Source: an optimization exercise on an open RTL-to-GDS flow (aim: small area). Production flows keep margins and buffers that such runs may drop.
Function was checked by simulation only, so behaviour that the tests miss may differ from the original.
Power is estimated from default activity; no workload was simulated.

== v39 ==
## programmable_pulse_generator
module programmable_pulse_generator #(
    parameter int NUM_CH = 4,
    parameter int CNT_W  = pulse_gen_pkg::DEFAULT_CNT_W
) (
    input  logic              clk,
    input  logic              rst,
    input  logic [NUM_CH-1:0] start,
    input  logic [NUM_CH-1:0] stop,
    input  logic [1:0]        mode,
    input  logic [CNT_W-1:0]  delay_cfg,
    input  logic [CNT_W-1:0]  width_cfg,
    input  logic [CNT_W-1:0]  period_cfg,
    input  logic [CNT_W-1:0]  count_cfg,
    output logic [NUM_CH-1:0] pulse,
    output logic [NUM_CH-1:0] busy,
    output logic [NUM_CH-1:0] done
);
    logic             gated, cont, per_le1;
    logic [CNT_W-1:0] wcl, lm1, load_cnt, load_pl;
    logic [CNT_W:0]   lc;
    assign gated   = (mode == pulse_gen_pkg::MODE_GATED);
    assign cont    = (mode == pulse_gen_pkg::MODE_CONT);
    assign per_le1 = (period_cfg[CNT_W-1:1] == '0);
    assign wcl = {width_cfg[CNT_W-1:1], width_cfg[0] | (width_cfg == '0)};
    assign lc = {1'b0, period_cfg} + {1'b0, ~wcl};
    assign lm1 = lc[CNT_W] ? lc[CNT_W-1:0] : '0;
    assign load_cnt = gated ? wcl : delay_cfg;
    assign load_pl  = gated ? period_cfg
                    : ((mode == pulse_gen_pkg::MODE_BURST) ? count_cfg : '0);
    for (genvar i = 0; i < NUM_CH; i++) begin : g_ch
        pulse_gen_channel #(
            .CNT_W(CNT_W)
        ) u_ch (
            .clk      (clk),
            .rst      (rst),
            .start    (start[i]),
            .stop     (stop[i]),
            .gated    (gated),
            .cont     (cont),
            .per_le1  (per_le1),
            .nload_cnt(~load_cnt),
            .nload_pl (~load_pl),
            .nwcl     (~wcl),
            .nlm1     (~lm1),
            .pulse    (pulse[i]),
            .busy     (busy[i]),
            .done     (done[i])
        );
    end
endmodule
Settings: LEC_CHECK=0, CAP_MARGIN=20, CORE_MARGIN=2, CORE_UTILIZATION=40, CTS_BUF_LIST=sky130_fd_sc_hd__clkbuf_16, CTS_CLUSTER_DIAMETER=80, CTS_CLUSTER_SIZE=25, SLEW_MARGIN=20; clock period 5.5 ns.
standard.sh (not shown) runs the stock make flow with config.mk's settings and CLKGATE_MAP_FILE= SYNTH_SCRIPT=/design/flow/synth_recipe.tcl, a recipe that flattens the netlist after the stock synthesis.
==> flow/flow/run.sh <==
#!/bin/bash
# Standard layout, with the smallest buffer on every input and output port.
set -euo pipefail
export BUFFER_PORTS_ARGS="-buffer_cell sky130_fd_sc_hd__buf_1"
bash standard.sh > standard_flow.log 2>&1
### v39 -> v44
Settings: clearing CTS_CLUSTER_SIZE, which used to be 25; clearing CTS_CLUSTER_DIAMETER, which used to be 80; clearing CTS_BUF_LIST, which used to be sky130_fd_sc_hd__clkbuf_16.
==> flow/run.sh (new file) <==
#!/bin/bash
# synth_recipe.tcl (not shown) runs the flow's synth.tcl, then flattens the netlist and writes it again
# the make line also repeats each setting of config.mk as NAME=value (left out here)
make -C /OpenROAD-flow-scripts/flow DESIGN_CONFIG=/design/flow/config.mk WORK_HOME=/design/flow/orfs CLKGATE_MAP_FILE= SYNTH_SCRIPT=/design/flow/synth_recipe.tcl finish
removed: flow/flow/run.sh
removed: flow/standard.sh
==> run notes <==
- Of the two candidates, v39 has the better minimum hold slack and v44 the worse one.
- Setup WNS v39 -> v44: better
- Changes observed in v44 relative to v39: fraction of the mapped netlist area in simple logic gates closely matched the old numbers; global placer's final weighted congestion has increased; met3 wire length rose about 7%; number of buffer and inverter instances along the worst setup path increased by 2 relative to the old numbers; sequential share of layout area moved down.
- Re via count: v39 and v44 aren't equal, and the lower value belongs to v39.
Relative to v44, the following input files were edited for v49:
Settings: an added CTS_BUF_LIST of sky130_fd_sc_hd__clkbuf_16; an added CTS_CLUSTER_SIZE of 25; an added CTS_CLUSTER_DIAMETER of 80.
==> flow/flow/run.sh (new file) <==
#!/bin/bash
# Standard layout (standard.sh) with two changes:
#  - synthesis maps logic with an area-oriented ABC script (flow/abc_area.script);
#    registers and their names are untouched, ABC only maps combinational logic;
#  - every input and output port gets the smallest buffer (buf_1).
set -euo pipefail
rm -rf scripts_custom
cp -r "$FLOW_HOME/scripts" scripts_custom
cp flow/abc_area.script scripts_custom/abc_speed.script
export SCRIPTS_DIR="$PWD/scripts_custom"
export BUFFER_PORTS_ARGS="-buffer_cell sky130_fd_sc_hd__buf_1"
bash standard.sh > standard_flow.log 2>&1
==> flow/flow/abc_area.script (new file) <==
strash
dch
map -a
topo
stime -c
==> flow/standard.sh (new file) <==
#!/bin/bash
# synth_recipe.tcl (not shown) runs the flow's synth.tcl, then flattens the netlist and writes it again
# the make line also repeats each setting of config.mk as NAME=value (left out here)
make -C /OpenROAD-flow-scripts/flow DESIGN_CONFIG=/design/flow/config.mk WORK_HOME=/design/flow/orfs CLKGATE_MAP_FILE= SYNTH_SCRIPT=/design/flow/synth_recipe.tcl "${@:-finish}"
removed: flow/run.sh
v49 vs v44 — net count after synthesis dropped slightly. Between v49 and v44, it is v49 whose fraction of power spent switching nets is higher, by 1.2 points. Taking v44 as the reference point, the instance count on the critical path of v49 rises by 4. When v49 is set beside v44, its first-iteration DRC count turns out to be about 3.2% larger. | routed length on met2 | v49 vs v44 | about 0.9% higher |. v49 vs. v44: total design power went down by 16%. In v49 the number of cells produced by synthesis turned out 12 lower than in v44. v49 ends up with lower largest net degree at the start of global routing than v44 does. Cell area after layout shrinks by a little under 10% when moving from v44 to v49.
Relative to v49, the following input files were edited for v16:
==> flow/run.sh (new file) <==
#!/bin/bash
# synth_recipe.tcl (not shown) runs the flow's synth.tcl, then flattens the netlist and writes it again
# the make line also repeats each setting of config.mk as NAME=value (left out here)
make -C /OpenROAD-flow-scripts/flow DESIGN_CONFIG=/design/flow/config.mk WORK_HOME=/design/flow/orfs CLKGATE_MAP_FILE= SYNTH_SCRIPT=/design/flow/synth_recipe.tcl finish
removed: flow/flow/run.sh
removed: flow/flow/abc_area.script
removed: flow/standard.sh
- Against v49, the final cell area of v16 is higher.
- In v16, the hold slack came out 0.037 ns below the value in v49.
- Between v49 and v16, core utilization of the finished layout increased.
- v16 does better than v49 on maximum clock rate.
Input-level comparison between v57 and v16:
Settings: CTS_CLUSTER_SIZE changed from 25 to 20; CTS_BUF_LIST changed from sky130_fd_sc_hd__clkbuf_16 to sky130_fd_sc_hd__clkbuf_8; CTS_CLUSTER_DIAMETER removed (was 80).
==> run notes <==
The lower routed wirelength normalized by instance count came out of v57.
As far as synthesized cell count goes, v16 and v57 are indistinguishable; the numbers are identical.
For register-to-register setup slack, v57 and v16 come out practically identical.
v57 vs v16: part of the total power dissipated in combinational logic down
Cmp v57 vs v16: transition time at the pin with the least slew margin higher in v57
In v57 the power share of the clock group turned out 7.6 points higher than in v16.
Per the comparison of v57 with v16, level count of the clock H-tree went up; power in sequential cells now sits at about the same level.
Setup changes, v57 to v40
Settings: CTS_CLUSTER_DIAMETER: unset -> 80; CTS_CLUSTER_SIZE: 20 -> 30; CTS_BUF_LIST: sky130_fd_sc_hd__clkbuf_8 -> sky130_fd_sc_hd__clkbuf_16.
==> comparison <==
When v40 is measured against v57, its core utilization turns out 1.4 points lower. Number of sequential storage elements came out exactly the same in v40 and v57. v40 vs v57: hold slack up. Going from v57 to v40, the area of all placed cells without fillers was found to have gone down by about 3%. Fmax: v40 below v57. Compared with v57, in v40 global-route total usage across every layer went down 0.31 points; clock buffer count went down 37. Comparing v40 against v57, there is no change at all in worst hold path stage count. Delta (v40 minus v57): count of pins on the block boundary flat, period utilization up 1.1 points. Part of the total power dissipated in the clock network: higher on v57.

## what the ideal ports hide
In the flow no input, the clock included, has a driving cell. The finished layouts below were timed again as built, in two steps.
Step 1 (the two cells are an assumption about what drives the block):
set clk [get_ports {clk}]
set_driving_cell -lib_cell sky130_fd_sc_hd__clkbuf_16 $clk
set_driving_cell -lib_cell sky130_fd_sc_hd__buf_2 [delete_from_list [all_inputs] $clk]
Step 2 moves the port delays by t, midway between the first and last clock arrival at a register: inputs arrive t later, outputs are due t later. That takes back most of the time a late clock gives input paths.
a / b / c = ideal ports / drivers / drivers and shift; a / b = the first two.
run	shift t [ns]	setup WS [ns]	worst slew at a driven data input, ns
v39	0.548	1.015 / 1.044 / 0.496	0.05
v44	0.592	1.193 / 1.223 / 0.631	0.04
v49	0.545	1.053 / 1.080 / 0.535	0.04
v16	0.554	1.099 / 1.129 / 0.575	0.04
v57	0.610	1.198 / 1.224 / 0.614	0.04
v40	0.553	1.137 / 1.168 / 0.615	0.04
After both steps setup and hold are still met in every run listed. The setup slack of v57, which loses most, moves by +0.026 ns with the drivers and by -0.584 ns with both steps.
